This design comes from an exercise in tuning for small area, a short achievable clock period and few clock cycles per item on the open sky130 flow, not from production work.
RTL that was checked went through simulation tests only; none was proved equivalent to the original.
Function not checked in runs 4 to 7: the RTL went through the layout flow alone.
Power figures rest on the tool's default switching activity, not on a simulated workload.

==> flow/design.v <==
`timescale 1ns/100ps
`default_nettype none
module fetch_top (
    input  logic  clk_in,
    input  logic  br_reset,
    input  logic  stall,
    input  logic  redirect_valid,
    input  logic [31:0] redirect_pc,
    output logic  out_valid,
    output logic [31:0] out_ins,
    output logic [31:0] out_pc,
    output logic [31:0] out_pred_pc,
    input  logic  upd_valid,
    input  logic [31:0] upd_pc,
    input  logic  upd_taken,
    output logic  mem_req,
    output logic [31:0] mem_addr,
    input  logic  mem_ack,
    input  logic [31:0] mem_data
);
    localparam logic [6:0] OP_JAL    = 7'b1101111;
    localparam logic [6:0] OP_BRANCH = 7'b1100011;
    logic [1:0]  ctr_q [16];
    logic [31:2] addr_q;      
    logic [31:2] np_q;        
    logic        stale_q;     
    logic        discard;
    logic        deliver;
    assign mem_addr    = {addr_q, 2'b00};
    assign out_pc      = {addr_q, 2'b00};
    assign out_pred_pc = {np_q, 2'b00};
    assign discard = mem_req && mem_ack && (stale_q || redirect_valid);
    assign deliver = mem_req && mem_ack && !stale_q && !redirect_valid && !stall;
    logic        is_jal, is_br, taken;
    logic [18:0] t_lo;
    logic        t_c;
    logic [10:0] hi_inc, hi_dec;
    logic [29:0] seq_pc;
    assign is_jal = (mem_data[6:0] == OP_JAL);
    assign is_br  = (mem_data[6:0] == OP_BRANCH);
    assign taken  = is_jal || (is_br && ctr_q[np_q[5:2]][1]);
    tgt_add tgt_add_i (.a(np_q[20:2]), .ins(mem_data), .s(t_lo), .co(t_c));
    incdec #(.N(11)) hi_id (.x(np_q[31:21]), .inc(hi_inc), .dec(hi_dec));
    logic [18:0] seq_lo;
    logic        seq_c;
    inc #(.N(19)) seq_i (.x(np_q[20:2]), .y(seq_lo), .co(seq_c));
    assign seq_pc = {seq_c ? hi_inc : np_q[31:21], seq_lo};
    logic [29:0] np_hold;     
    logic        take;        
    logic [10:0] hi_c1, hi_c0;
    logic [10:0] np_hi_c1, np_hi_c0;
    logic [29:0] np_d;
    always_comb begin
        if (br_reset) begin
            np_hold = '0;
        end else if (redirect_valid) begin
            np_hold = redirect_pc[31:2];
        end else if (deliver) begin
            np_hold = seq_pc;
        end else begin
            np_hold = np_q;
        end
    end
    assign take  = deliver && taken && !br_reset;
    assign hi_c1 = mem_data[31] ? np_q[31:21] : hi_inc;
    assign hi_c0 = mem_data[31] ? hi_dec : np_q[31:21];
    assign np_hi_c1 = take ? hi_c1 : np_hold[29:19];
    assign np_hi_c0 = take ? hi_c0 : np_hold[29:19];
    sel2 #(.N(19)) lo_sel (.s(take), .a(t_lo), .b(np_hold[18:0]), .y(np_d[18:0]));
    sel2 #(.N(11)) hi_sel (.s(t_c), .a(np_hi_c1), .b(np_hi_c0), .y(np_d[29:19]));
    always_ff @(posedge clk_in) begin
        if (br_reset) begin
            mem_req   <= 1'b0;
            out_valid <= 1'b0;
            stale_q   <= 1'b0;
        end else begin
            out_valid <= deliver;
            if (!mem_req) begin
                if (!redirect_valid) begin
                    mem_req <= 1'b1;
                    stale_q <= 1'b0;
                end
            end else begin
                if (redirect_valid) begin
                    stale_q <= 1'b1;
                end
                if (discard) begin
                    mem_req <= 1'b0;
                end
                if (deliver) begin
                    mem_req <= 1'b0;
                end
            end
        end
    end
    always_ff @(posedge clk_in) begin
        np_q <= np_d;
    end
    logic [29:0] addr_d;
    sel2 #(.N(30)) addr_sel (.s(mem_req || redirect_valid), .a(addr_q), .b(np_q), .y(addr_d));
    always_ff @(posedge clk_in) begin
        addr_q <= addr_d;
    end
    always_ff @(posedge clk_in) begin
        out_ins <= mem_data;
    end
    for (genvar i = 0; i < 16; i++) begin : ctr_
        logic [1:0] c;
        logic [1:0] c_next;
        assign c = ctr_q[i];
        assign c_next = upd_taken ? {c[1] | c[0], c[1] | !c[0]}
                                  : {c[1] & c[0], c[1] & !c[0]};
        always_ff @(posedge clk_in) begin
            if (br_reset) begin
                ctr_q[i] <= 2'b01;
            end else if (upd_valid && upd_pc[5:2] == i) begin
                ctr_q[i] <= c_next;
            end
        end
    end
endmodule
module tgt_add (
    input  logic [18:0] a,
    input  logic [31:0] ins,
    output logic [18:0] s,
    output logic        co
);
    logic [18:0] b;
    assign b[18]    = ins[31];
    assign b[17:13] = ins[2] ? ins[19:15] : {5{ins[31]}};
    assign b[12:10] = ins[3] ? ins[14:12] : {3{ins[31]}};
    assign b[9]     = ins[3] ? ins[20] : ins[7];
    assign b[8:3]   = ins[30:25];
    assign b[2:0]   = ins[2] ? ins[24:22] : ins[11:9];
    ks_add #(.N(19)) add_i (.a(a), .b(b), .s(s), .co(co));
endmodule
module ks_add #(
    parameter int N = 8
) (
    input  logic [N-1:0] a,
    input  logic [N-1:0] b,
    output logic [N-1:0] s,
    output logic         co
);
    localparam int L = (N > 16) ? 5 : (N > 8) ? 4 : (N > 4) ? 3 : (N > 2) ? 2 : 1;
    logic [N-1:0] g [L+1];
    logic [N-1:0] p [L+1];
    logic [N-1:0] x;
    assign x    = a ^ b;
    assign g[0] = a & b;
    assign p[0] = x;
    for (genvar l = 0; l < L; l++) begin : lvl
        for (genvar i = 0; i < N; i++) begin : bit_
            if (i >= (1 << l)) begin : comb
                assign g[l+1][i] = g[l][i] | (p[l][i] & g[l][i-(1<<l)]);
                assign p[l+1][i] = p[l][i] & p[l][i-(1<<l)];
            end else begin : pass
                assign g[l+1][i] = g[l][i];
                assign p[l+1][i] = p[l][i];
            end
        end
    end
    assign s  = x ^ {g[L][N-2:0], 1'b0};
    assign co = g[L][N-1];
endmodule
module incdec #(
    parameter int N = 8
) (
    input  logic [N-1:0] x,
    output logic [N-1:0] inc,
    output logic [N-1:0] dec
);
    assign inc = x + 1'b1;
    assign dec = x - 1'b1;
endmodule
module inc #(
    parameter int N = 8
) (
    input  logic [N-1:0] x,
    output logic [N-1:0] y,
    output logic         co
);
    assign {co, y} = {1'b0, x} + 1'b1;
endmodule
module sel2 #(
    parameter int N = 8
) (
    input  logic         s,
    input  logic [N-1:0] a,
    input  logic [N-1:0] b,
    output logic [N-1:0] y
);
    assign y = s ? a : b;
endmodule
`default_nettype wire
==> flow/flow/run.sh <==
#!/bin/bash
# The standard layout, with the ports buffered by the smallest buffer
# instead of the flow's default pick; repair still resizes them as needed.
set -euo pipefail
export BUFFER_PORTS_ARGS="-buffer_cell sky130_fd_sc_hd__buf_1"
bash standard.sh > standard.log 2>&1
==> flow/standard.sh <==
#!/bin/bash
# synth_recipe.tcl (not shown) runs the flow's synth.tcl, then flattens the netlist and writes it again
# the make line also repeats each setting of config.mk as NAME=value (left out here)
make -C /OpenROAD-flow-scripts/flow DESIGN_CONFIG=/design/flow/config.mk WORK_HOME=/design/flow/orfs CLKGATE_MAP_FILE= SYNTH_SCRIPT=/design/flow/synth_recipe.tcl "${@:-finish}"
==> flow/config.mk <==
export PLATFORM = sky130hd
export DESIGN_NAME = fetch_top
export DESIGN_NICKNAME = fetch_top
export VERILOG_FILES = /design/flow/design.v
export SDC_FILE = /design/flow/constraint.sdc
export NUM_CORES = 4
export LEC_CHECK = 0
export ABC_AREA = 1
export ABC_CLOCK_PERIOD_IN_PS = 3000
export CAP_MARGIN = 20
export CORE_MARGIN = 8
export CORE_UTILIZATION = 40
export CTS_BUF_LIST = sky130_fd_sc_hd__clkbuf_4 sky130_fd_sc_hd__clkbuf_8
export CTS_CLUSTER_SIZE = 30
export SETUP_SLACK_MARGIN = 3.6
export SLEW_MARGIN = 20
export SYNTH_HIERARCHICAL = 1
export SYNTH_MINIMUM_KEEP_SIZE = 0
==> flow/constraint.sdc <==
create_clock -name core_clock -period 6.0 [get_ports {clk_in}]
set_input_delay 1.2000 -clock core_clock [delete_from_list [all_inputs] [get_ports {clk_in}]]
set_output_delay 1.2000 -clock core_clock [all_outputs]
set_load 0.01 [all_outputs]
==> results.ini, run 1 <==
[status]
status=finished clean

[global_route]
grt_max_degree=41
grt_use_total_pct=20.2
antenna_found_initial=0
grt_pass1_wl_um=42700
grt_pass1_vias=8353
overflow=0

[floorplanning]
die_w_um=161
dieHeight_um=161
boundaryPins=233
row_count=53
initial_core_util_pct=40.5
die_area_mm2=0.0260
placeableCoreArea_mm2=0.0208

[drt]
vias=9097
viasPerCell=4.94
drt-total-wl_um=27600
wire_per_inst_um=15.0
first_pass_iters=5
first_iter_violations=757
drcViolationCount=0
ant_nets=0

[logic_synthesis]
syn_area_per_cell_um2=6.15
synthFlopType=dfxtp_1
synthSimpleGateAreaFrac_pct=38.2
synth_top_family_by_area=simple AND/OR/NAND/NOR gates
synth_cells=1371
synthMuxAreaShare_pct=0
synth_top_area_cell=dfxtp_1
synth-compound-area-share_pct=11.2
ys_ff_latch=127
synth_edf_count=0
synth.area.top_cells=dfxtp_1, nand2_1, inv_1
yosysSeqAreaShare_pct=30.2
async_flop_share_pct=0
synth_fa_ha_area_share_pct=3.65
ys_warn_count=11
synth_top_area_share_pct=30.2
synth.distinct_cells=39
syn_area_mm2=0.00843
yosys.area_share.xor_xnor_pct=3.12

[critical_path]
reg2reg_slack_ns=3.90
worst_ep_arrival_time_ns=2.83
crit_start=mem_data[2]
worstSetupEndpoint=np_q[28]
r2r_cells=16
reg2reg_from=np_q[3]
path_class=input port to flop
required_ns=6.41
worstPathMaxFanout=6
critical_path.endpoint_type=flop
r2r_end=np_q[31]
start_kind=input port

[sta]
finalSetupViolations=0
grt_setup_unrepaired=yes
min_period_ns=2.42
setup_tns_ns=0
worstMarginPinSlew_ns=0.503
setup_slack_ns=3.58
slew_headroom_pct=66.5
finalHoldViolations=0
fmax_mhz=413
min_period_over_period_pct=40.4
slew_viol_final=0
skew_ns=0.0190

[placed_design]
pre_cts_slack_ns=1.83
gp_congestion=0.869
port_buffers=196
dp_hpwl_um=18200
dp.cells=1765
dpl-instance-area_mm2=0.00914

[clocking]
cts-htree-levels=4
cts_sinks=127
cts_hold_buf=0
clk_latency_ns=0.46
cts_root_buffer=clkbuf_8
numCtsBuffers=17
path_clk_slew_ns=0.09
cts_tree=built
cts_buffer_depth=2

[finish]
stdcell_area_mm2=0.0105
area_delta_synth_final_pct=24.6
final_nets=1681
final_layout_size_suffix_gt1_share_pct=15.3
instances_no_fill=1842
insertedDiodeCount=0

[run]
cap_viol_max_count=0

[pwr]
p_leak_nw=5.11
power_mw=2.38
power.density_mw_per_mm2=227
ir_drop_v=0.000123

[hold_path]
hold_path.class=flop to flop

-- how the worst min path moves through the flow --
| stage | start | to | cells past startpoint |
|---|---|---|---|
| floorplan | ctr_q[10][0] | ctr_q[10][0] | 2 |
| global placement | addr_q[28] | addr_q[28] | 2 |
| detailed placement | addr_q[22] | addr_q[22] | 2 |
| CTS | addr_q[22] | addr_q[22] | 2 |
| global route | addr_q[16] | addr_q[16] | 2 |
| finish | addr_q[30] | addr_q[30] | 2 |
-- cell usage in the layout (no fill, tap or decap), types with 4 or more instances in the layout --
cell / netlist / layout
inv_1: 141 / 136
clkinv_4: 0 / 5
nand2_2: 16 / 39
inv_4: 0 / 4
nand2_1: 486 / 447
inv_2: 10 / 7
dfxtp_1: 127 / 103
nor3_1: 21 / 19
nand2_4: 1 / 13
nor2_2: 12 / 15
buf_1: 1 / 192
o21ai_1: 9 / 10
ha_1: 23 / 10
buf_12: 1 / 4
ha_4: 0 / 12
clkinvlp_4: 0 / 6
nor2_1: 127 / 124
o21ai_0: 87 / 86
nand4_1: 7 / 7
nand2_8: 0 / 6
a21oi_1: 63 / 55
xnor2_1: 10 / 10
conb_1: 1 / 6
nand3_2: 5 / 9
buf_4: 42 / 33
dfxtp_2: 0 / 21
a21oi_2: 1 / 8
clkbuf_8: 0 / 21
nand3_1: 84 / 78
o211ai_1: 15 / 15
xor2_1: 20 / 20
nor2_4: 4 / 5
-- power breakdown --
part	switching, mW	internal [mW]
sequential	0.0813	0.910
combinational	0.403	0.246
clock	0.389	0.355
-- cell usage after synthesis, types with 3 or more instances --
| cell type | number |
|---|---|
| nand3_1 | 84 |
| inv_1 | 141 |
| buf_4 | 42 |
| nor3_1 | 21 |
| o21bai_1 | 3 |
| inv_2 | 10 |
| xnor2_1 | 10 |
| ha_1 | 23 |
| a21oi_1 | 63 |
| buf_2 | 12 |
| nand2_1 | 486 |
| nand2_2 | 16 |
| nand3_2 | 5 |
| and2_1 | 3 |
| o21ai_0 | 87 |
| clkbuf_1 | 23 |
| nand4_1 | 7 |
| nor2_4 | 4 |
| nor2_1 | 127 |
| dfxtp_1 | 127 |
| o21ai_1 | 9 |
| nor2_2 | 12 |
| xor2_1 | 20 |
| o211ai_1 | 15 |
| buf_6 | 7 |
-- modules after synthesis, one instance, submodules excluded, excerpt --
module,cells inside,flip-flops and latches,cell area (um2)
fetch_top,761,127,5430
tgt_add,33,0,149
-- final cells by class --
type	instances	area, um2
fillers	2183	10300
inverters	153	647
repair buffers	238	1230
multi-input cells	1013	5280
clock buffers	20	269
well taps	275	344
clock inverters	12	114
flip-flops and latches	127	2580
repair inverters	4	31.3
-- sequential cells by signal, summed over array words and instances, names as in the netlist --
register   cells
np_q          30
mem_req        1
out_valid      1
stale_q        1
ctr_q         32
addr_q        30
out_ins       32
-- logic make-up after synthesis --
logic type,after synthesis
adder cells (fa/ha/maj),24
flip-flops,127
AO/OA/AOI/OAI,179
XOR/XNOR,30
buffers and inverters,239
other,1
AND/OR/NAND/NOR,771
-- what timing repair did --
| action | in CTS | in global routing |
|---|---|---|
| setup buffers | 14 | 19 |
| pin swaps | 17 | 37 |
| endpoints found under the setup margin | 81 | 56 |
| gates cloned | 8 | 4 |
| resized for setup | 81 | 66 |
-- metal layers --
layer  vias to the layer above  track usage, %  part of all wire [%]
met5                         -               0                     0
met4                         0            5.43                   1.5
met3                        25            3.87                   6.2
met2                       279            33.3                    45
met1                      4141            26.3                    47
li1                       4652               -                     -
-- worst max-delay path: stages --
cell	delay, ns
buf_16	0.12
clkinv_8	0.08
nand2_8	0.10
nand2_4	0.05
ha_4	0.28
nand4_1	0.17
nor3_2	0.19
nand2_2	0.10
nand2_2	0.10
nand2_4	0.07
nand2_8	0.11
buf_12	0.13
nand2_1	0.05
nand2_1	0.05
-- stage by stage --
stage	hold slack [ns]	util, %
floorplan	0.461	-
global placement	0.451	43.9
detailed placement	0.453	43.9
CTS	0.467	48.1
global route	0.485	50.4
finish	0.461	50.4
Testbench counts, summed over its fixed seeds: cycles 51,127, items 14,446.
==> inputs of run 2 (changes only) <==
--- a/flow/config.mk
+++ b/flow/config.mk
@@ -13,5 +13,5 @@
 export CTS_BUF_LIST = sky130_fd_sc_hd__clkbuf_4 sky130_fd_sc_hd__clkbuf_8
 export CTS_CLUSTER_SIZE = 30
-export SETUP_SLACK_MARGIN = 3.6
+export SETUP_SLACK_MARGIN = 3.3
 export SLEW_MARGIN = 20
 export SYNTH_HIERARCHICAL = 1
==> results.ini, run 2 <==
[finish]
insertedDiodeCount=0  ; unchanged
final_cell_mix=nand2_1, buf_1, inv_1
stdcell_area_mm2=0.00978  ; -6.9%
reg_top3=ctr_q (32), out_ins (32)
final_nets=1649  ; -1.9%
layout_commonest_cell=nand2_1
area_delta_synth_final_pct=16.0
final_layout_size_suffix_gt1_share_pct=8.73  ; -6.6 points
instances_no_fill=1810  ; -1.7%

[floorplanning]
row_count=53  ; unchanged
die_w_um=161  ; unchanged
placeableCoreArea_mm2=0.0208  ; unchanged
dieHeight_um=161  ; unchanged
initial_core_util_pct=40.5  ; unchanged
die_area_mm2=0.0260  ; unchanged
boundaryPins=233  ; unchanged

[critical_path]
start_kind=input port
reg2reg_from=np_q[15]
crit_slowest_cell=ha_4
slowest_delay_ns=0.22  ; -0.06 ns
worst_ep_arrival_time_ns=2.96  ; +0.13 ns
worstPathMaxFanout=8  ; +2
path_class=input port to flop
required_ns=6.36  ; -0.05 ns
critical_path.endpoint_type=flop
crit_chain=buf_6, inv_1, nand2_4, nand2_1, ha_4, nand2_2, inv_1, nand2_1, and2_4, nor2_4, nor2_2, nand2_1, nand2_1, nand2_4, buf_12, nand2_1, nand2_1
critPathMostFrequentCell=nand2_1
crit_start=mem_data[3]

[logic_synthesis]
syn_area_mm2=0.00843  ; unchanged
async_flop_share_pct=0  ; unchanged
ys_ff_latch=127  ; unchanged
synthTopCellsByCount=nand2_1, inv_1, dfxtp_1, nor2_1, o21ai_0
synth_top_area_cell=dfxtp_1
synth_edf_count=0  ; unchanged
syn_area_per_cell_um2=6.15  ; unchanged
synth_top_area_share_pct=30.2  ; unchanged
yosysMostFrequentCell=nand2_1
synth_cells=1371  ; unchanged
synthFlopType=dfxtp_1
synth.distinct_cells=39  ; unchanged
synth.area.top_cells=dfxtp_1, nand2_1, inv_1
yosysSeqAreaShare_pct=30.2  ; unchanged
ys_warn_count=11  ; unchanged

[clocking]
clk_latency_ns=0.46  ; about the same
cts_tree=built
cts_root_buffer=clkbuf_8
cts_sinks=127  ; unchanged
numCtsBuffers=17  ; unchanged
cts-htree-levels=4  ; unchanged
path_clk_slew_ns=0.08  ; about the same
cts_buffer_depth=2  ; unchanged

[status]
status=finished clean

[sta]
grt_setup_unrepaired=yes
worstMarginPinSlew_ns=0.531  ; +0.0274 ns
min_period_over_period_pct=43.3  ; +2.9 points
setup_slack_ns=3.40  ; -0.174 ns
finalSetupViolations=0  ; unchanged
fmax_mhz=385  ; -6.7%
slew_viol_final=0  ; unchanged
min_period_ns=2.60  ; +0.174 ns
slew_headroom_pct=64.6  ; -1.9 points
skew_ns=0.00915  ; -0.00987 ns
setup_tns_ns=0  ; unchanged
finalHoldViolations=0  ; unchanged

[hold_path]
hold_path_startpoint=stale_q
hold_path.class=flop to flop

[pwr]
p_leak_nw=4.83  ; -5.4%
power.density_mw_per_mm2=242  ; +6.6%
power_mw=2.37  ; -0.77%
ir_drop_v=0.000131  ; +7.1%

[global_route]
grt_pass1_vias=8231  ; -1.5%
grt_max_degree=59  ; +44%
antenna_found_initial=0  ; unchanged
grt_pass1_wl_um=41300  ; -3.4%
overflow=0  ; unchanged
grt_use_total_pct=19.5  ; -0.62 points

[run]
cap_viol_max_count=0  ; unchanged

[drt]
drcViolationCount=0  ; unchanged
first_pass_iters=5  ; unchanged
vias=8686  ; -4.5%
first_iter_violations=461  ; -39%
viasPerCell=4.80  ; -2.8%
ant_nets=0  ; unchanged
wire_per_inst_um=14.3  ; -4.6%
drt-total-wl_um=25900  ; -6.2%

[placed_design]
dp.cells=1768  ; +0.17%
gp_congestion=0.861  ; -0.89%
port_buffers=196  ; unchanged
dpl-instance-area_mm2=0.00908  ; -0.62%
dp_hpwl_um=18600  ; +1.8%
pre_cts_slack_ns=1.30  ; -0.523 ns

[run 2: cell counts after synthesis]
No cell type changed its count.
[run 2: worst paths after layout]
| check | to | slack, ns | cells past startpoint |
|---|---|---|---|
| max | np_q[31] | 3.40 | 17 |
| min reg2reg | stale_q | 0.45 | 2 |
| max reg2reg | np_q[21] | 3.72 | 14 |
| min | stale_q | 0.45 | 2 |
[run 2: per-module statistics from Yosys (local to each module, per instance), a selection]
module     flip-flops and latches  times used  cells inside
fetch_top                     127           1           761
tgt_add                         0           1            33
[run 2: what timing repair did]
action | in CTS | in global routing
setup endpoints to repair | 62 | 60
hold buffers | 0 | 0
pin swaps | 2 | 3
gates cloned | 2 | 1
gates resized for setup | 22 | 27
buffers inserted | 5 | 2
[run 2: logic make-up after synthesis]
group	share of synthesized area, %
buffers and inverters	13.6
other	0.0445
flip-flops	30.2
AND/OR/NAND/NOR	38.2
AO/OA/AOI/OAI	11.2
XOR/XNOR	3.12
adder cells (fa/ha/maj)	3.65
[run 2: power by group]
part	switching, mW	internal, mW	leakage [nW]	total [mW]
combinational	0.368	0.207	3.57	0.575
sequential	0.0820	0.907	1.05	0.989
clock	0.385	0.416	0.205	0.801
[run 2: critical path: cells and delay by family]
kind | cells | cell delay [ns]
adder cells (fa/ha/maj) | 1 | 0.22
AND/OR/NAND/NOR | 12 | 1.06
buffers and inverters | 4 | 0.45
[run 2: final cells by class]
| class | instances | area (um2) |
|---|---|---|
| Timing Repair Buffer | 211 | 917 |
| Inverter | 153 | 598 |
| Fill cell | 2255 | 11000 |
| Tap cell | 275 | 344 |
| Sequential cell | 127 | 2550 |
| Timing Repair inverter | 1 | 7.51 |
| Clock buffer | 21 | 289 |
| Clock inverter | 11 | 128 |
| Multi-Input combinational cell | 1011 | 4940 |
[run 2: per-stage QoR]
stage / hold WS, ns / utilization [%]
after global placement: 0.443 / 43.6
after global routing: 0.478 / 46.9
final: 0.453 / 46.9
after floorplan: 0.429 / -
after CTS: 0.457 / 46.2
after detailed placement: 0.446 / 43.6
[run 2: routing by layer]
metal / vias to the layer above / track usage (%) / wire length [um]
met5: - / 0 / 0
met4: 0 / 5.93 / 446
li1: 4577 / - / -
met2: 210 / 32.6 / 11900
met3: 24 / 4.53 / 1380
met1: 3875 / 24.6 / 12200
==> inputs of run 3 (changes only) <==
==> flow/flow/run.sh (replaced) <==
#!/bin/bash
# The standard layout (standard.sh), with the ports buffered by the smallest
# buffer instead of the flow's default pick; repair still resizes them as
# needed.
set -euo pipefail
export BUFFER_PORTS_ARGS="-buffer_cell sky130_fd_sc_hd__buf_1"
bash standard.sh > standard.log 2>&1
--- a/flow/config.mk
+++ b/flow/config.mk
@@ -13,5 +13,5 @@
 export CTS_BUF_LIST = sky130_fd_sc_hd__clkbuf_4 sky130_fd_sc_hd__clkbuf_8
 export CTS_CLUSTER_SIZE = 30
-export SETUP_SLACK_MARGIN = 3.3
+export SETUP_SLACK_MARGIN = 3.4
 export SLEW_MARGIN = 20
 export SYNTH_HIERARCHICAL = 1
==> results.ini, run 3 <==
[clocking]
path_clk_slew_ns=0.08  ; about the same
cts_buffer_depth=2  ; unchanged
clk_latency_ns=0.45  ; about the same
cts-htree-levels=4  ; unchanged
cts_sinks=127  ; unchanged
numCtsBuffers=17  ; unchanged
cts_tree=built
cts_root_buffer=clkbuf_8

[logic_synthesis]
ys_warn_count=11  ; unchanged
synth_cells=1371  ; unchanged
ys_ff_latch=127  ; unchanged
synth_top_area_share_pct=30.2  ; unchanged
async_flop_share_pct=0  ; unchanged
syn_area_per_cell_um2=6.15  ; unchanged
synth_top_area_cell=dfxtp_1
yosysMostFrequentCell=nand2_1
synth.area.top_cells=dfxtp_1, nand2_1, inv_1
synthFlopType=dfxtp_1
yosysSeqAreaShare_pct=30.2  ; unchanged
synthTopCellsByCount=nand2_1, inv_1, dfxtp_1, nor2_1, o21ai_0
syn_area_mm2=0.00843  ; unchanged
synth_edf_count=0  ; unchanged
synth.distinct_cells=39  ; unchanged

[finish]
final_layout_size_suffix_gt1_share_pct=9.33  ; +0.60 points
final_util_pct=47.3  ; +0.37 points
final_cell_mix=nand2_1, buf_1, inv_1
reg_top3=ctr_q (32), out_ins (32)
seq_area_mm2=0.00255  ; about the same
stdcell_area_mm2=0.00985  ; +0.79%
insertedDiodeCount=0  ; unchanged
multi_input_area_mm2=0.00499  ; +1.0%
layout_commonest_cell=nand2_1
instances_no_fill=1808  ; -0.11%
area_delta_synth_final_pct=16.9
final_nets=1647  ; -0.12%
n_fill_cell=2294  ; +1.7%

[critical_path]
r2r_cells=14  ; unchanged
crit_chain=clkbuf_16, nand2_8, nand2_2, ha_4, nand2_4, inv_1, nand2_1, and2_4, nor2_1, nor2_1, nand2_1, nand2_2, nand2_8, buf_12, nand2_1, nand2_1
worstPathMaxFanout=12  ; +4
reg2reg_from=np_q[3]
critPathMostFrequentCell=nand2_1
critical_path.endpoint_type=flop
start_kind=input port
crit_slowest_cell=ha_4
reg2reg_slack_ns=3.72  ; about the same
r2r_end=np_q[19]
path_class=input port to flop
required_ns=6.34  ; -0.02 ns
slowest_delay_ns=0.26  ; +0.04 ns
worst_ep_arrival_time_ns=2.85  ; -0.11 ns

[floorplanning]
initial_core_util_pct=40.5  ; unchanged
boundaryPins=233  ; unchanged
die_w_um=161  ; unchanged
die_area_mm2=0.0260  ; unchanged
dieHeight_um=161  ; unchanged
placeableCoreArea_mm2=0.0208  ; unchanged
row_count=53  ; unchanged

[sta]
min_period_over_period_pct=41.7  ; -1.6 points
fmax_mhz=400  ; +3.8%
setup_tns_ns=0  ; unchanged
slew_headroom_pct=59.0  ; -5.6 points
finalSetupViolations=0  ; unchanged
skew_ns=0.00814  ; -0.00102 ns
grt_setup_unrepaired=no
slew_viol_final=0  ; unchanged
min_period_ns=2.50  ; -0.0962 ns
worstMarginPinSlew_ns=0.611  ; +0.0805 ns
whs_ns=0.461  ; +0.00811 ns
finalHoldViolations=0  ; unchanged

[drt]
ant_nets=0  ; unchanged
viasPerCell=4.81  ; +0.27%
first_pass_iters=6  ; +1
wire_per_inst_um=14.2  ; -0.83%
drt-total-wl_um=25600  ; -0.94%
vias=8700  ; +0.16%
first_iter_violations=517  ; +12%
drcViolationCount=0  ; unchanged

[global_route]
antenna_found_initial=0  ; unchanged
grt_pass1_vias=8254  ; +0.28%
grt_pass1_wl_um=40500  ; -1.8%
grt_max_degree=59  ; unchanged
grt_use_total_pct=19.0  ; -0.49 points
overflow=0  ; unchanged

[pwr]
p_seq_share_pct=40.9  ; -0.9 points
ir_drop_v=0.000131  ; -0.36%
power.density_mw_per_mm2=245  ; +1.4%
p_int_mw=1.58  ; +3.1%
swShare_pct=34.7  ; -0.60 points
clockPowerShare_pct=35.0  ; +1.1 points
pwr-share-comb_pct=24.1  ; -0.2 points
p_leak_nw=4.83  ; about the same
switching_power_uw=839  ; +0.43%

[status]
status=finished clean

[hold_path]
min_to=addr_q[30]
hold_path.class=flop to flop
hold_path_startpoint=addr_q[30]
worstHoldPathCells=2  ; unchanged

[placed_design]
gp_congestion=0.868  ; +0.79%
port_buffers=196  ; unchanged
dp.cells=1766  ; -0.11%
dp_hpwl_um=18500  ; -0.64%
dpl-instance-area_mm2=0.00912  ; +0.34%

[run]
cap_viol_max_count=0  ; unchanged

-- run 3: cell counts after synthesis --
Identical to the previous run, type by type.
-- run 3: final cells by class --
| cell class | count | area share, % |
|---|---|---|
| multi-input cells | 1011 | 50.7 |
| well taps | 275 | 3.49 |
| clock buffers | 17 | 2.37 |
| repair buffers | 208 | 9.16 |
| clock inverters | 15 | 2.11 |
| flip-flops and latches | 127 | 25.9 |
| repair inverters | 2 | 0.127 |
| inverters | 153 | 6.16 |
-- run 3: cells by family (layout without fill, tap and decap cells) --
logic type | after synthesis | in the layout | synth area share (%)
buf+inv | 239 | 395 | 13.6
simple gates | 771 | 772 | 38.2
compound gates | 179 | 179 | 11.2
other cells | 1 | 6 | 0.0445
flops | 127 | 127 | 30.2
fa+ha+maj | 24 | 24 | 3.65
xor+xnor | 30 | 30 | 3.12
-- run 3: routing by layer --
layer  wire [um]  up-vias  global-route usage [%]
met4         272        0                    4.42
met3        1780       17                    5.17
met1       11800     3858                    23.8
met2       11800      251                    32.0
met5           0        -                       0
li1            -     4574                       -
-- run 3: worst max-delay path: cells and delay by family --
kind / cells / cell delay (ns)
simple gates: 12 / 1.01
buf+inv: 3 / 0.36
fa+ha+maj: 1 / 0.26
-- run 3: modules after synthesis (local to each module, per instance), a selection --
module	flops+latches	copies in the design	area, um2	cells inside
fetch_top	127	1	5430	761
tgt_add	0	1	149	33
-- run 3: how the worst max path moves through the flow --
stage                  from  endpoint  slack [ns]
2_1_floorplan   mem_data[2]  np_q[18]        3.25
3_3_place_gp    mem_data[2]  np_q[14]        1.38
3_5_place_dp    mem_data[2]  np_q[15]        1.32
4_1_cts        mem_data[31]  np_q[30]        3.41
5_1_grt         mem_data[3]  np_q[23]        3.40
6_report       mem_data[31]  np_q[22]        3.50
-- run 3: power by group through the flow --
stage / Sequential, mW / Clock [mW] / Combinational [mW]
after global routing: 1.00 / 0.910 / 0.661
after floorplan: 1.01 / 0 / 0.421
final: 0.989 / 0.846 / 0.582
after detailed placement: 1.01 / 0 / 0.559
after CTS: 0.990 / 0.871 / 0.571
after global placement: 1.01 / 0 / 0.554
-- run 3: stage by stage --
step           total power [mW]  setup slack, ns
2_1_floorplan              1.43             3.25
3_3_place_gp               1.56             1.38
3_5_place_dp               1.57             1.32
4_1_cts                    2.43             3.41
5_1_grt                    2.57             3.40
6_report                   2.42             3.50
-- run 3: timing repair --
| item | in CTS | in global routing |
|---|---|---|
| hold buffers | 0 | 0 |
| hold endpoints to repair | 0 | 0 |
| gates cloned | 2 | 3 |
| pin swaps | 2 | 7 |
| buffers inserted | 3 | 2 |
| gates resized for setup | 22 | 31 |
| setup endpoints to repair | 32 | 72 |
==> inputs of run 4 (changes only) <==
--- a/flow/design.v
+++ b/flow/design.v
@@ -39,11 +39,11 @@
     assign is_jal = (mem_data[6:0] == OP_JAL);
     assign is_br  = (mem_data[6:0] == OP_BRANCH);
-    assign taken  = is_jal || (is_br && ctr_q[np_q[5:2]][1]);
-    tgt_add tgt_add_i (.a(np_q[20:2]), .ins(mem_data), .s(t_lo), .co(t_c));
-    incdec #(.N(11)) hi_id (.x(np_q[31:21]), .inc(hi_inc), .dec(hi_dec));
+    assign taken  = is_jal || (is_br && ctr_q[addr_q[5:2]][1]);
+    tgt_add tgt_add_i (.a(addr_q[20:2]), .ins(mem_data), .s(t_lo), .co(t_c));
+    incdec #(.N(11)) hi_id (.x(addr_q[31:21]), .inc(hi_inc), .dec(hi_dec));
     logic [18:0] seq_lo;
     logic        seq_c;
-    inc #(.N(19)) seq_i (.x(np_q[20:2]), .y(seq_lo), .co(seq_c));
-    assign seq_pc = {seq_c ? hi_inc : np_q[31:21], seq_lo};
+    inc #(.N(19)) seq_i (.x(addr_q[20:2]), .y(seq_lo), .co(seq_c));
+    assign seq_pc = {seq_c ? hi_inc : addr_q[31:21], seq_lo};
     logic [29:0] np_hold;     
     logic        take;        
@@ -63,6 +63,6 @@
     end
     assign take  = deliver && taken && !br_reset;
-    assign hi_c1 = mem_data[31] ? np_q[31:21] : hi_inc;
-    assign hi_c0 = mem_data[31] ? hi_dec : np_q[31:21];
+    assign hi_c1 = mem_data[31] ? addr_q[31:21] : hi_inc;
+    assign hi_c0 = mem_data[31] ? hi_dec : addr_q[31:21];
     assign np_hi_c1 = take ? hi_c1 : np_hold[29:19];
     assign np_hi_c0 = take ? hi_c0 : np_hold[29:19];
@@ -97,23 +97,22 @@
         np_q <= np_d;
     end
-    logic [29:0] addr_d;
-    sel2 #(.N(30)) addr_sel (.s(mem_req || redirect_valid), .a(addr_q), .b(np_q), .y(addr_d));
     always_ff @(posedge clk_in) begin
-        addr_q <= addr_d;
+        if (!mem_req && !redirect_valid) begin
+            addr_q <= np_q;
+        end
     end
     always_ff @(posedge clk_in) begin
         out_ins <= mem_data;
     end
+    logic [1:0]  upd_cur;
+    logic [1:0]  ctr_d;
+    assign upd_cur = ctr_q[upd_pc[5:2]];
+    assign ctr_d   = br_reset ? 2'b01
+                   : upd_taken ? {upd_cur[1] | upd_cur[0], upd_cur[1] | !upd_cur[0]}
+                               : {upd_cur[1] & upd_cur[0], upd_cur[1] & !upd_cur[0]};
     for (genvar i = 0; i < 16; i++) begin : ctr_
-        logic [1:0] c;
-        logic [1:0] c_next;
-        assign c = ctr_q[i];
-        assign c_next = upd_taken ? {c[1] | c[0], c[1] | !c[0]}
-                                  : {c[1] & c[0], c[1] & !c[0]};
         always_ff @(posedge clk_in) begin
-            if (br_reset) begin
-                ctr_q[i] <= 2'b01;
-            end else if (upd_valid && upd_pc[5:2] == i) begin
-                ctr_q[i] <= c_next;
+            if (br_reset || (upd_valid && upd_pc[5:2] == i)) begin
+                ctr_q[i] <= ctr_d;
             end
         end
==> flow/flow/run.sh (replaced) <==
#!/bin/bash
# The standard layout, with the ports buffered by the smallest buffer
# instead of the flow's default pick; repair still resizes them as needed.
set -euo pipefail
export BUFFER_PORTS_ARGS="-buffer_cell sky130_fd_sc_hd__buf_1"
bash standard.sh > standard.log 2>&1
--- a/flow/config.mk
+++ b/flow/config.mk
@@ -6,5 +6,4 @@
 export NUM_CORES = 4
 export LEC_CHECK = 0
-export ABC_AREA = 1
 export ABC_CLOCK_PERIOD_IN_PS = 3000
 export CAP_MARGIN = 20
@@ -13,5 +12,5 @@
 export CTS_BUF_LIST = sky130_fd_sc_hd__clkbuf_4 sky130_fd_sc_hd__clkbuf_8
 export CTS_CLUSTER_SIZE = 30
-export SETUP_SLACK_MARGIN = 3.4
+export SETUP_SLACK_MARGIN = 3.0
 export SLEW_MARGIN = 20
 export SYNTH_HIERARCHICAL = 1
==> results.ini, run 4 <==
[finish]
area_delta_synth_final_pct=21.9
insertedDiodeCount=0  ; unchanged
final_nets=1100  ; -33%
reg_top3=ctr_q (32), out_ins (32)
layout_commonest_cell=buf_1
n_fill_cell=1844  ; -20%
final_cell_mix=buf_1, nand2_1, a21oi_1
instances_no_fill=1251  ; -31%
final_layout_size_suffix_gt1_share_pct=19.7  ; +10 points

[hold_path]
worstHoldPathCells=0  ; -2
hold_path.class=flop to flop
min_to=addr_q[12]
hold_path_startpoint=np_q[12]

[critical_path]
required_ns=6.40  ; +0.06 ns
worst_ep_arrival_time_ns=3.56  ; +0.71 ns
start_kind=input port
reg2reg_slack_ns=3.14  ; -0.58 ns
r2r_end=np_q[29]
crit_chain=buf_6, buf_12, buf_6, mux2_4, ha_4, nand4_1, or3_4, o21a_1, o211a_1, a211oi_2, mux2_4
path_class=input port to flop
reg2reg_from=addr_q[11]
r2r_cells=10  ; -4
slowest_delay_ns=0.42  ; +0.16 ns
crit_slowest_cell=or3_4
critical_path.endpoint_type=flop
worstPathMaxFanout=7  ; -5

[drt]
first_iter_violations=522  ; +0.97%
drt-total-wl_um=24200  ; -5.5%
first_pass_iters=5  ; -1
wire_per_inst_um=19.4  ; +37%
viasPerCell=5.25  ; +9.0%
ant_nets=0  ; unchanged
vias=6564  ; -25%
drcViolationCount=0  ; unchanged

[sta]
setup_tns_ns=0  ; unchanged
fmax_mhz=316  ; -21%
finalHoldViolations=0  ; unchanged
min_period_over_period_pct=52.7  ; +11 points
slew_viol_final=0  ; unchanged
min_period_ns=3.16  ; +0.664 ns
grt_setup_unrepaired=yes
worstMarginPinSlew_ns=0.739  ; +0.127 ns
finalSetupViolations=0  ; unchanged
slew_headroom_pct=50.8  ; -8.3 points
skew_ns=0.0139  ; +0.00581 ns

[floorplanning]
row_count=51  ; -3.8%
die_area_mm2=0.0246  ; -5.5%
boundaryPins=233  ; unchanged
dieHeight_um=157  ; -2.8%
initial_core_util_pct=40.7  ; +0.21 points
die_w_um=157  ; -2.8%
placeableCoreArea_mm2=0.0195  ; -6.5%

[clocking]
cts_root_buffer=clkbuf_8
clk_latency_ns=0.45  ; about the same
cts_sinks=127  ; unchanged
cts_tree=built
path_clk_slew_ns=0.08  ; about the same
numCtsBuffers=17  ; unchanged
cts_buffer_depth=2  ; unchanged
cts-htree-levels=4  ; unchanged

[logic_synthesis]
synth.distinct_cells=75  ; +92%
synth_cells=797  ; -42%
yosysSeqAreaShare_pct=39.9  ; +9.8 points
synthTopCellsByCount=a21oi_1, nand2_1, dfxtp_1, edfxtp_1, o21ai_0
async_flop_share_pct=0  ; unchanged
synth.area.top_cells=edfxtp_1, dfxtp_1, a21oi_1
yosysMostFrequentCell=a21oi_1
syn_area_mm2=0.00792  ; -6.1%
ys_warn_count=11  ; unchanged
synthFlopType=dfxtp_1
synth_top_area_share_pct=23.5  ; -6.7 points
syn_area_per_cell_um2=9.94  ; +62%
synth_top_area_cell=edfxtp_1
synth_edf_count=62  ; +62
ys_ff_latch=127  ; unchanged

[placed_design]
dp.cells=1188  ; -33%
port_buffers=196  ; unchanged
dp_hpwl_um=16000  ; -13%
gp_congestion=0.829  ; -4.6%

[global_route]
grt_pass1_vias=6513  ; -21%
grt_use_total_pct=18.5  ; -0.57 points
overflow=0  ; unchanged
grt_pass1_wl_um=35400  ; -13%
antenna_found_initial=1  ; +1
grt_max_degree=62  ; +5.1%

[pwr]
ir_drop_v=0.000126  ; -3.6%
power_mw=2.56  ; +5.9%
power.density_mw_per_mm2=265  ; +8.1%
p_leak_nw=3.55  ; -26%

[run]
cap_viol_max_count=0  ; unchanged

[status]
status=finished clean

-- run 4: cell types whose count changed after synthesis, sizes merged, moves of 22 or more --
cell and delta:
a21oi +28, dfxtp -62, edfxtp +62, inv -134
mux2 +43, mux2i +38, nand2 -424, nand3 -59
nor2 -99, o21ai -47, xnor2 +22
-- run 4: report_power, final --
group          internal, mW  switching, mW
Combinational         0.253          0.328
Sequential            0.993         0.0691
Clock                 0.542          0.374
Total                  1.79          0.771
-- run 4: per-module statistics from Yosys (local to each module, per instance), a selection --
| module | cell area, um2 | cells | flops+latches |
|---|---|---|---|
| fetch_top | 5550 | 520 | 127 |
| tgt_add | 176 | 13 | 0 |
-- run 4: logic make-up (layout without fill, tap and decap cells) --
logic type	after synthesis	count (layout)	synth area share, %
adders and majority gates	24	24	3.89
AOI/OAI and AO/OA	184	186	13.8
DFF	127	127	39.9
and+or+nand+nor	223	223	14.8
muxes	85	85	13.5
buffers and inverters	103	285	8.39
other	1	6	0.0473
xor gates and xnor gates	50	50	5.53
-- run 4: timing repair --
action                                  4_1_cts  5_1_grt
cloned                                        1        2
setup buffers                                17       11
resized for setup                            46       27
pin swaps                                    11       17
endpoints found under the setup margin       58       64
hold buffers                                  0        0
-- run 4: metrics by stage --
stage / utilization [%] / hold WS (ns) / instance area (um2) / setup slack (ns)
2_1_floorplan: - / 0.494 / 8040 / 2.70
3_3_place_gp: 44.1 / 0.433 / 8580 / 1.63
3_5_place_dp: 44.1 / 0.442 / 8580 / 1.63
4_1_cts: 48.3 / 0.463 / 9390 / 2.87
5_1_grt: 49.6 / 0.463 / 9650 / 2.82
6_report: 49.6 / 0.460 / 9650 / 2.84
-- run 4: metal layers --
metal | up-vias | global-route usage [%] | share of wire [%]
met5 | - | 0 | 0.054
met3 | 27 | 4.83 | 6.2
met4 | 2 | 5.54 | 1.3
met1 | 3116 | 22.6 | 44
li1 | 3207 | - | -
met2 | 212 | 31.3 | 48
-- run 4: worst max path at each step --
stage                    end  cells after the start  slack [ns]   startpoint
floorplan           np_q[21]                     11        2.70  mem_data[2]
global placement    np_q[29]                      9        1.63  mem_data[3]
detailed placement  np_q[29]                      9        1.63  mem_data[3]
CTS                 np_q[31]                     11        2.87  mem_data[2]
global route        np_q[20]                     11        2.82  mem_data[2]
finish              np_q[20]                     11        2.84  mem_data[2]
-- run 4: cell type report --
cell class	count	area, um2	share of cell area (%)
tap	265	332	3.44
sequential	127	3160	32.8
inverter	19	72.6	0.752
clock inverter	14	236	2.45
clock buffer	18	241	2.50
timing repair buffer	234	1120	11.6
multi-input combinational	574	4490	46.5
-- run 4: worst max-delay path: cells and delay by family --
kind,cells,cell delay [ns]
and+or+nand+nor,2,0.55
AOI/OAI and AO/OA,3,0.66
adders and majority gates,1,0.31
muxes,2,0.49
buffers and inverters,3,0.33
==> inputs of run 5 (changes only) <==
--- a/flow/flow/run.sh
+++ b/flow/flow/run.sh
@@ -4,3 +4,4 @@
 set -euo pipefail
 export BUFFER_PORTS_ARGS="-buffer_cell sky130_fd_sc_hd__buf_1"
+export REMOVE_ABC_BUFFERS=1
 bash standard.sh > standard.log 2>&1
==> results.ini, run 5 <==
[finish]
final_util_pct=48.8  ; -0.80 points
instances_no_fill=1250  ; -0.080%
final_nets=1099  ; -0.091%
stdcell_area_mm2=0.00950  ; -1.6%
reg_top3=ctr_q (32), out_ins (32)
area_delta_synth_final_pct=19.9
final_cell_mix=buf_1, nand2_1, a21oi_1
layout_commonest_cell=buf_1
final_layout_size_suffix_gt1_share_pct=19.8  ; +0.12 points
insertedDiodeCount=0  ; unchanged

[placed_design]
gp_congestion=0.806  ; -2.7%
pre_cts_slack_ns=1.58  ; -0.0550 ns
dp.cells=1189  ; +0.084%
dp_hpwl_um=15700  ; -2.0%
port_buffers=196  ; unchanged
dpl-instance-area_mm2=0.00849  ; -0.96%

[clocking]
path_clk_slew_ns=0.08  ; about the same
cts_tree=built
clk_latency_ns=0.45  ; about the same
cts_sinks=127  ; unchanged
cts-htree-levels=4  ; unchanged
numCtsBuffers=17  ; unchanged
cts_buffer_depth=2  ; unchanged
cts_root_buffer=clkbuf_8

[sta]
worstMarginPinSlew_ns=0.679  ; -0.0595 ns
slew_viol_final=0  ; unchanged
setup_tns_ns=0  ; unchanged
finalHoldViolations=0  ; unchanged
min_period_ns=3.17  ; +0.00390 ns
grt_setup_unrepaired=yes
min_period_over_period_pct=52.8  ; +0.065 points
finalSetupViolations=0  ; unchanged
fmax_mhz=316  ; -0.12%
setup_slack_ns=2.83  ; -0.00390 ns
whs_ns=0.455  ; -0.00573 ns
slew_headroom_pct=54.7  ; +4.0 points
skew_ns=0.0144  ; +0.000495 ns

[drt]
ant_nets=0  ; unchanged
first_pass_iters=7  ; +2
vias=6609  ; +0.69%
drt-total-wl_um=23200  ; -4.3%
wire_per_inst_um=18.5  ; -4.2%
drcViolationCount=0  ; unchanged
first_iter_violations=418  ; -20%
viasPerCell=5.29  ; +0.77%

[floorplanning]
die_w_um=157  ; unchanged
boundaryPins=233  ; unchanged
die_area_mm2=0.0246  ; unchanged
row_count=51  ; unchanged
dieHeight_um=157  ; unchanged
placeableCoreArea_mm2=0.0195  ; unchanged
initial_core_util_pct=40.7  ; unchanged

[pwr]
p_int_mw=1.66  ; -7.4%
clockPowerShare_pct=32.7  ; -3.1 points
power_mw=2.42  ; -5.5%
switching_power_uw=762  ; -1.1%
swShare_pct=31.5  ; +1.4 points
ir_drop_v=0.000127  ; +0.68%
power.density_mw_per_mm2=255  ; -3.9%
pwr-share-comb_pct=23.4  ; +0.7 points
p_leak_nw=3.47  ; -2.3%
p_seq_share_pct=43.9  ; +2.4 points

[logic_synthesis]
async_flop_share_pct=0  ; unchanged
synth_edf_count=62  ; unchanged
syn_area_per_cell_um2=9.94  ; unchanged
ys_warn_count=11  ; unchanged
synthTopCellsByCount=a21oi_1, nand2_1, dfxtp_1, edfxtp_1, o21ai_0
synth_cells=797  ; unchanged
synth_top_area_share_pct=23.5  ; unchanged
synthFlopType=dfxtp_1
synth.area.top_cells=edfxtp_1, dfxtp_1, a21oi_1
synth.distinct_cells=75  ; unchanged
synth_top_area_cell=edfxtp_1
syn_area_mm2=0.00792  ; unchanged
ys_ff_latch=127  ; unchanged
yosysMostFrequentCell=a21oi_1
yosysSeqAreaShare_pct=39.9  ; unchanged

[critical_path]
crit_slowest_cell=a41o_4
start_kind=input port
required_ns=6.33  ; -0.07 ns
reg2reg_from=addr_q[4]
critical_path.endpoint_type=flop
slowest_delay_ns=0.37  ; -0.05 ns
path_class=input port to flop
worstPathMaxFanout=8  ; +1
cp_top_family=compound AO/OA/AOI/OAI gates
worst_ep_arrival_time_ns=3.50  ; -0.06 ns
crit_start=mem_data[2]
worst-path-buf-inv=2  ; -1
crit_chain=buf_1, buf_6, mux2_4, ha_4, a21o_1, a21oi_2, o211ai_1, a21oi_2, o221ai_4, a41o_4, mux2_4

[global_route]
overflow=0  ; unchanged
grt_use_total_pct=18.7  ; +0.23 points
grt_pass1_wl_um=35900  ; +1.5%
grt_max_degree=62  ; unchanged
antenna_found_initial=0  ; -1
grt_pass1_vias=6587  ; +1.1%

[status]
status=finished clean

[hold_path]
hold_path.class=flop to flop
hold_path_startpoint=np_q[7]

[run]
cap_viol_max_count=0  ; unchanged

-- run 5: cell counts after synthesis --
No cell type changed its count.
-- run 5: per-module statistics from Yosys (local to each module, per instance), a selection --
| module | copies in the design | cells | flip-flops and latches | cell area, um2 |
|---|---|---|---|---|
| fetch_top | 1 | 520 | 127 | 5550 |
| tgt_add | 1 | 13 | 0 | 176 |
-- run 5: layer usage --
layer  track usage (%)  share of wire (%)  vias to the layer above
met4              5.31                1.4                        0
met2              31.8                 49                      236
met1              23.3                 43                     3153
li1                  -                  -                     3188
met5                 0                  0                        -
met3              4.16                6.6                       32
-- run 5: repair_timing --
item | 4_1_cts | 5_1_grt
endpoints found under the setup margin | 62 | 41
buffers inserted | 18 | 10
hold buffers | 0 | 0
hold endpoints to repair | 0 | 0
cloned | 1 | 0
pin swaps | 18 | 19
resized for setup | 64 | 21
-- run 5: power groups by stage --
stage          sequential [mW]  clock (mW)  combinational (mW)
6_report                  1.06       0.792               0.566
5_1_grt                   1.07       0.851               0.616
3_3_place_gp              1.08           0               0.469
4_1_cts                   1.06       0.810               0.541
2_1_floorplan             1.09           0               0.280
3_5_place_dp              1.08           0               0.473
-- run 5: path summary, 6_finish.rpt --
path         cells after the start         to  slack, ns
max                             11   np_q[25]       2.83
min                              0  addr_q[7]       0.45
max reg2reg                     10   np_q[24]       3.12
min reg2reg                      0  addr_q[7]       0.45
-- run 5: cells by family (layout without fill, tap and decap cells) --
family | Yosys count | after routing | share of synthesized area, %
AND/OR/NAND/NOR | 223 | 223 | 14.8
adder cells (fa/ha/maj) | 24 | 24 | 3.89
buffers and inverters | 103 | 285 | 8.39
multiplexers | 85 | 85 | 13.5
other | 1 | 6 | 0.0473
AO/OA/AOI/OAI | 184 | 185 | 13.8
XOR/XNOR | 50 | 50 | 5.53
flip-flops | 127 | 127 | 39.9
-- run 5: cell type report --
class                      instances  area (um2)
clock buffer                      18         241
fill                            1864        9970
inverter                          19        72.6
tap                              265         332
sequential                       127        3160
multi-input combinational        573        4440
clock inverter                    14         168
timing repair buffer             234        1080
==> inputs of run 6 (changes only) <==
--- a/flow/config.mk
+++ b/flow/config.mk
@@ -12,5 +12,5 @@
 export CTS_BUF_LIST = sky130_fd_sc_hd__clkbuf_4 sky130_fd_sc_hd__clkbuf_8
 export CTS_CLUSTER_SIZE = 30
-export SETUP_SLACK_MARGIN = 3.0
+export SETUP_SLACK_MARGIN = 2.8
 export SLEW_MARGIN = 20
 export SYNTH_HIERARCHICAL = 1
==> results.ini, run 6 <==
[clocking]
path_clk_slew_ns=0.08  ; about the same
numCtsBuffers=17  ; unchanged
cts_buffer_depth=2  ; unchanged
clk_latency_ns=0.45  ; about the same
cts_tree=built
cts_root_buffer=clkbuf_8
cts_sinks=127  ; unchanged
cts-htree-levels=4  ; unchanged

[logic_synthesis]
yosysMostFrequentCell=a21oi_1
async_flop_share_pct=0  ; unchanged
synth_cells=797  ; unchanged
synthFlopType=dfxtp_1
synth_top_area_share_pct=23.5  ; unchanged
synth.area.top_cells=edfxtp_1, dfxtp_1, a21oi_1
yosysSeqAreaShare_pct=39.9  ; unchanged
synth.distinct_cells=75  ; unchanged
synth_top_area_cell=edfxtp_1
synth_edf_count=62  ; unchanged
syn_area_mm2=0.00792  ; unchanged
syn_area_per_cell_um2=9.94  ; unchanged
ys_warn_count=11  ; unchanged
synthTopCellsByCount=a21oi_1, nand2_1, dfxtp_1, edfxtp_1, o21ai_0
ys_ff_latch=127  ; unchanged

[critical_path]
reg2reg_from=addr_q[11]
crit_chain=buf_1, buf_6, mux2_4, ha_4, a21o_1, a21oi_2, o211ai_1, a21oi_2, o221ai_4, a41o_4, mux2_4
required_ns=6.33  ; about the same
slowest_delay_ns=0.37  ; about the same
start_kind=input port
worstPathMaxFanout=8  ; unchanged
critical_path.endpoint_type=flop
worst_ep_arrival_time_ns=3.57  ; +0.07 ns
path_class=input port to flop
r2r_end=np_q[24]
crit_slowest_cell=a41o_4
r2r_cells=10  ; unchanged
reg2reg_slack_ns=3.06  ; -0.06 ns

[pwr]
power_mw=2.38  ; -1.5%
ir_drop_v=0.000126  ; -0.63%
power.density_mw_per_mm2=258  ; +1.3%
p_leak_nw=3.35  ; -3.4%

[placed_design]
gp_congestion=0.806  ; unchanged
port_buffers=196  ; unchanged
dp_hpwl_um=15700  ; unchanged

[drt]
ant_nets=0  ; unchanged
viasPerCell=5.26  ; -0.53%
first_pass_iters=5  ; -2
drt-total-wl_um=22600  ; -2.6%
drcViolationCount=0  ; unchanged
vias=6474  ; -2.0%
first_iter_violations=386  ; -7.7%
wire_per_inst_um=18.3  ; -1.1%

[sta]
fmax_mhz=309  ; -2.2%
skew_ns=0.0172  ; +0.00276 ns
min_period_over_period_pct=54.0  ; +1.2 points
setup_tns_ns=0  ; unchanged
whs_ns=0.454  ; -0.000885 ns
worstMarginPinSlew_ns=0.683  ; +0.00423 ns
finalSetupViolations=0  ; unchanged
grt_setup_unrepaired=no
finalHoldViolations=0  ; unchanged
slew_viol_final=0  ; unchanged
slew_headroom_pct=54.4  ; -0.28 points
min_period_ns=3.24  ; +0.0702 ns

[finish]
final_nets=1080  ; -1.7%
layout_commonest_cell=buf_1
area_delta_synth_final_pct=16.5
reg_top3=ctr_q (32), out_ins (32)
final_cell_mix=buf_1, nand2_1, a21oi_1
final_layout_size_suffix_gt1_share_pct=17.2  ; -2.6 points
n_fill_cell=1869  ; +0.27%
insertedDiodeCount=0  ; unchanged

[floorplanning]
die_w_um=157  ; unchanged
boundaryPins=233  ; unchanged
initial_core_util_pct=40.7  ; unchanged
dieHeight_um=157  ; unchanged
placeableCoreArea_mm2=0.0195  ; unchanged
die_area_mm2=0.0246  ; unchanged
row_count=51  ; unchanged

[hold_path]
hold_path_startpoint=np_q[7]
worstHoldPathCells=0  ; unchanged
hold_path.class=flop to flop
min_to=addr_q[7]

[run]
cap_viol_max_count=0  ; unchanged

[global_route]
grt_max_degree=62  ; unchanged
grt_use_total_pct=18.1  ; -0.58 points
overflow=0  ; unchanged
grt_pass1_vias=6360  ; -3.4%
antenna_found_initial=0  ; unchanged
grt_pass1_wl_um=34900  ; -2.9%

[status]
status=finished clean

-- run 6: cell types whose count changed in the layout (fill, tap and decap cells not counted), moves of 3 or more --
cell      delta
buf_4       -17
clkbuf_4     -3
ha_2         +3
ha_4         -4
-- run 6: logic make-up after synthesis --
group	count (synthesis)	synth area share, %
xor+xnor	50	5.53
fa+ha+maj	24	3.89
mux	85	13.5
simple gates	223	14.8
buf+inv	103	8.39
compound gates	184	13.8
other cells	1	0.0473
flops	127	39.9
-- run 6: worst max-delay path by stage --
stage	startpoint	endpoint	slack [ns]
after floorplan	stall	np_q[18]	0.79
after global placement	mem_data[3]	np_q[29]	1.60
after detailed placement	mem_data[3]	np_q[29]	1.58
after CTS	upd_pc[3]	ctr_q[8][1]	2.75
after global routing	mem_data[2]	np_q[25]	2.77
final	mem_data[2]	np_q[25]	2.76
-- run 6: layout make-up --
class,count,area (um2),area share (%)
flip-flops and latches,127,3160,34.3
inverters,19,72.6,0.786
multi-input cells,573,4350,47.1
repair buffers,215,905,9.80
well taps,265,332,3.59
clock inverters,14,168,1.82
clock buffers,18,241,2.62
-- run 6: per-stage QoR --
step / cell area, um2 / cells / util [%] / setup slack, ns
after global placement: 8490 / 1189 / 43.6 / 1.60
after floorplan: 7350 / 718 / - / 0.788
after CTS: 9040 / 1225 / 46.5 / 2.75
after detailed placement: 8490 / 1189 / 43.6 / 1.58
final: 9230 / 1231 / 47.4 / 2.76
after global routing: 9230 / 1231 / 47.4 / 2.77
-- run 6: per-module statistics from Yosys, one instance, submodules excluded, a selection --
module	flip-flops and latches	cell area (um2)	times used	cells inside
tgt_add	0	176	1	13
fetch_top	127	5550	1	520
-- run 6: what timing repair did --
item | in CTS | in global routing
pin swaps | 4 | 9
hold endpoints to repair | 0 | 0
buffers inserted | 3 | 6
hold buffers | 0 | 0
resized for setup | 28 | 28
endpoints found under the setup margin | 62 | 49
gates cloned | 1 | 0
-- run 6: critical path: cells and delay by family --
kind	cells	cell delay, ns
AO/OA/AOI/OAI	6	1.30
multiplexers	2	0.64
adder cells (fa/ha/maj)	1	0.17
buffers and inverters	2	0.25
-- run 6: power by group --
part           leakage (nW)  internal, mW  switching, mW
Sequential             1.15         0.992         0.0705
Combinational          2.01         0.226          0.300
Clock                 0.192         0.414          0.379
Total                  3.35          1.63          0.749
-- run 6: routing by layer --
layer	up-vias	wire length, um	GRT usage [%]
met1	3103	10100	22.9
met4	0	289	4.81
met5	-	0	0
li1	3153	-	-
met2	192	11000	30.5
met3	26	1270	4.14
==> inputs of run 7 (changes only) <==
--- a/flow/config.mk
+++ b/flow/config.mk
@@ -6,4 +6,5 @@
 export NUM_CORES = 4
 export LEC_CHECK = 0
+export ABC_AREA = 1
 export ABC_CLOCK_PERIOD_IN_PS = 3000
 export CAP_MARGIN = 20
@@ -12,5 +13,5 @@
 export CTS_BUF_LIST = sky130_fd_sc_hd__clkbuf_4 sky130_fd_sc_hd__clkbuf_8
 export CTS_CLUSTER_SIZE = 30
-export SETUP_SLACK_MARGIN = 2.8
+export SETUP_SLACK_MARGIN = 3.3
 export SLEW_MARGIN = 20
 export SYNTH_HIERARCHICAL = 1
==> results.ini, run 7 <==
[status]
status=finished clean

[run]
cap_viol_max_count=0  ; unchanged

[sta]
whs_ns=0.467  ; +0.0130 ns
finalHoldViolations=0  ; unchanged
setup_tns_ns=0  ; unchanged
min_period_ns=2.61  ; -0.633 ns
skew_ns=0.0145  ; -0.00274 ns
grt_setup_unrepaired=no
min_period_over_period_pct=43.4  ; -11 points
fmax_mhz=384  ; +24%
setup_slack_ns=3.39  ; +0.633 ns
worstMarginPinSlew_ns=0.725  ; +0.0414 ns
slew_headroom_pct=51.6  ; -2.8 points
slew_viol_final=0  ; unchanged
finalSetupViolations=0  ; unchanged

[clocking]
cts_root_buffer=clkbuf_8
path_clk_slew_ns=0.09  ; about the same
cts_buffer_depth=2  ; unchanged
cts_tree=built
cts_sinks=127  ; unchanged
numCtsBuffers=17  ; unchanged
cts-htree-levels=4  ; unchanged
clk_latency_ns=0.46  ; about the same

[floorplanning]
boundaryPins=233  ; unchanged
dieHeight_um=161  ; +2.9%
row_count=53  ; +3.9%
placeableCoreArea_mm2=0.0209  ; +7.3%
die_w_um=161  ; +2.9%
die_area_mm2=0.0260  ; +5.9%
initial_core_util_pct=40.4  ; -0.27 points

[pwr]
switching_power_uw=859  ; +15%
clockPowerShare_pct=32.4  ; -0.9 points
p_seq_share_pct=43.9  ; -0.7 points
p_int_mw=1.58  ; -3.0%
pwr-share-comb_pct=23.7  ; +1.6 points
power.density_mw_per_mm2=246  ; -4.5%
p_leak_nw=4.64  ; +38%
ir_drop_v=0.000128  ; +1.2%
swShare_pct=35.2  ; +3.7 points

[global_route]
overflow=0  ; unchanged
grt_max_degree=62  ; unchanged
antenna_found_initial=1  ; +1
grt_pass1_vias=7941  ; +25%
grt_use_total_pct=20.3  ; +2.1 points
grt_pass1_wl_um=41800  ; +20%

[drt]
viasPerCell=4.87  ; -7.3%
ant_nets=0  ; unchanged
drcViolationCount=0  ; unchanged
first_pass_iters=5  ; unchanged
vias=8162  ; +26%
first_iter_violations=585  ; +52%
wire_per_inst_um=16.0  ; -13%
drt-total-wl_um=26800  ; +19%

[logic_synthesis]
yosys.area_share.xor_xnor_pct=3.11  ; -2.4 points
ys_warn_count=11  ; unchanged
synthSimpleGateAreaFrac_pct=37.7  ; +23 points
synth_edf_count=62  ; unchanged
synth.area.top_cells=edfxtp_1, nand2_1, dfxtp_1
synth_cells=1221  ; +53%
syn_area_per_cell_um2=6.92  ; -30%
yosysSeqAreaShare_pct=37.5  ; -2.5 points
syn_area_mm2=0.00844  ; +6.6%
synthMuxAreaShare_pct=0  ; -14 points
async_flop_share_pct=0  ; unchanged
synth_top_family_by_area=simple AND/OR/NAND/NOR gates
synthTopCellsByCount=nand2_1, nand3_1, inv_1, nor2_1, dfxtp_1
ys_ff_latch=127  ; unchanged
synth_fa_ha_area_share_pct=3.64  ; -0.24 points
synthFlopType=dfxtp_1
synth_top_area_cell=edfxtp_1
yosysMostFrequentCell=nand2_1
synth-compound-area-share_pct=6.09  ; -7.7 points
synth_top_area_share_pct=22.0  ; -1.5 points
synth.distinct_cells=44  ; -41%

[critical_path]
cp.depth=12  ; +1
r2r_end=np_q[12]
worst_ep_arrival_time_ns=2.95  ; -0.62 ns
crit_slowest_cell=nor4_4
r2r_cells=16  ; +6
critical_path.endpoint_type=flop
cp_top_family=simple AND/OR/NAND/NOR gates
start_kind=input port
slowest_delay_ns=0.30  ; -0.07 ns
reg2reg_slack_ns=3.56  ; +0.50 ns
critPathMostFrequentCell=nand2_1
worst-path-buf-inv=6  ; +4
worstPathMaxFanout=32  ; +24
crit_chain=buf_1, nand2_1, nor4_4, buf_12, inv_6, nor2_4, nand2_4, inv_1, buf_6, inv_4, nand2_1, nand2_1
reg2reg_from=addr_q[2]
required_ns=6.35  ; +0.02 ns
path_class=input port to flop

[finish]
instances_no_fill=1675  ; +36%
final_nets=1514  ; +40%
final_layout_size_suffix_gt1_share_pct=11.4  ; -5.8 points
layout_commonest_cell=nand2_1
final_cell_mix=nand2_1, buf_1, nand3_1
insertedDiodeCount=0  ; unchanged
n_fill_cell=2161  ; +16%
reg_top3=ctr_q (32), out_ins (32)
area_delta_synth_final_pct=17.4
stdcell_area_mm2=0.00991  ; +7.4%

[hold_path]
min_to=addr_q[15]
worstHoldPathCells=0  ; unchanged
hold_path_startpoint=np_q[15]
hold_path.class=flop to flop

[placed_design]
dp_hpwl_um=19100  ; +22%
port_buffers=196  ; unchanged
dpl-instance-area_mm2=0.00908  ; +6.8%
pre_cts_slack_ns=1.83  ; +0.255 ns
dp.cells=1627  ; +37%
gp_congestion=0.873  ; +8.2%

==> run 7: changes by cell type after synthesis, sizes merged, moves of 43 or more <==
cell | previous run | this run
mux2 | 43 | 0
nand2 | 79 | 477
inv | 18 | 127
a21oi | 92 | 31
nand3 | 30 | 125
nor2 | 44 | 122
==> run 7: power groups by stage <==
stage	sequential (mW)	combinational [mW]	clock, mW
after floorplan	1.10	0.316	0
after detailed placement	1.09	0.521	0
after CTS	1.07	0.554	0.811
final	1.07	0.580	0.791
after global routing	1.08	0.652	0.850
after global placement	1.09	0.514	0
==> run 7: metal layers <==
| layer | share of wire, % | GRT usage (%) | up-vias | wire (um) |
|---|---|---|---|---|
| met5 | 0.030 | 0 | - | 8 |
| met4 | 1.3 | 5.09 | 2 | 338 |
| met3 | 5.9 | 5.06 | 23 | 1590 |
| met2 | 46 | 32.8 | 251 | 12300 |
| met1 | 47 | 26.5 | 3712 | 12500 |
| li1 | - | - | 4174 | - |
==> run 7: what timing repair did <==
action / CTS / global route
setup endpoints to repair: 94 / 78
pin swaps: 3 / 6
setup buffers: 9 / 3
hold buffers: 0 / 0
resized for setup: 33 / 37
cloned: 3 / 1
==> run 7: through the flow <==
| step | utilization [%] | total power [mW] |
|---|---|---|
| floorplan | - | 1.41 |
| global placement | 43.4 | 1.61 |
| detailed placement | 43.5 | 1.62 |
| CTS | 46.4 | 2.44 |
| global route | 47.4 | 2.58 |
| finish | 47.4 | 2.44 |
==> run 7: final cells by class <==
class / count / area (um2) / share of cell area [%]
Multi-Input combinational cell: 896 / 4520 / 45.6
Sequential cell: 127 / 3160 / 31.9
Timing Repair Buffer: 216 / 962 / 9.71
Inverter: 128 / 505 / 5.10
Tap cell: 275 / 344 / 3.47
Clock buffer: 17 / 234 / 2.36
Clock inverter: 15 / 175 / 1.77
Timing Repair inverter: 1 / 8.76 / 0.0884
==> run 7: per-module statistics from Yosys (local to each module, per instance), excerpt <==
module	flip-flops and latches	copies in the design	cells	area [um2]
tgt_add	0	1	33	149
fetch_top	127	1	706	5810
==> run 7: how the worst max path moves through the flow <==
stage | start | to | slack, ns
floorplan | stall | np_q[10] | 2.10
global placement | stall | np_q[16] | 1.82
global route | upd_pc[4] | ctr_q[1][1] | 3.26
detailed placement | stall | np_q[20] | 1.83
CTS | mem_data[3] | np_q[31] | 3.30
finish | mem_ack | np_q[12] | 3.39
==> run 7: cell families after synthesis <==
kind of cell,after synthesis
compound gates,89
flops,127
xor+xnor,30
fa+ha+maj,24
other cells,1
simple gates,745
buf+inv,205

## port drivers added, routing unchanged
The flow's constraints put no driver on any port. The routed layouts listed below were extracted and timed again, unchanged, in two steps.
Step 1 sets driving cells, clkbuf_16 on the clock port and buf_2 on the other inputs (assumed; they add their load-dependent delay and slew).
Step 2, shift: input delay + t, output delay - t, t = (earliest + latest rising clock arrival at the registers) / 2. This alone moves slack from input paths to output paths.
Three values: ideal ports, drivers, drivers and shift; two values: the first two.
run | shift t [ns] | setup WS [ns] | hold WS [ns] | worst setup path after step 2 | latest minus earliest clock arrival (ns)
run 1 | 0.485 | 3.576 / 3.444 / 2.958 | 0.461 / 0.461 / 0.461 | input to register | 0.019 / 0.019
run 2 | 0.500 | 3.403 / 3.339 / 2.838 | 0.453 / 0.453 / 0.453 | input to register | 0.011 / 0.011
run 3 | 0.483 | 3.499 / 3.367 / 2.884 | 0.461 / 0.461 / 0.461 | input to register | 0.009 / 0.009
run 4 | 0.484 | 2.835 / 2.838 / 2.353 | 0.460 / 0.460 / 0.460 | input to register | 0.014 / 0.015
run 5 | 0.483 | 2.831 / 2.840 / 2.356 | 0.455 / 0.455 / 0.455 | input to register | 0.015 / 0.015
run 6 | 0.482 | 2.761 / 2.769 / 2.287 | 0.454 / 0.454 / 0.454 | input to register | 0.017 / 0.017
run 7 | 0.491 | 3.394 / 3.376 / 2.919 | 0.467 / 0.467 / 0.467 | input to register | 0.014 / 0.014
After both steps setup and hold are still met in every run listed. For run 1, which loses most, drivers alone change the setup slack by -0.132 ns; drivers and shift together by -0.618 ns.
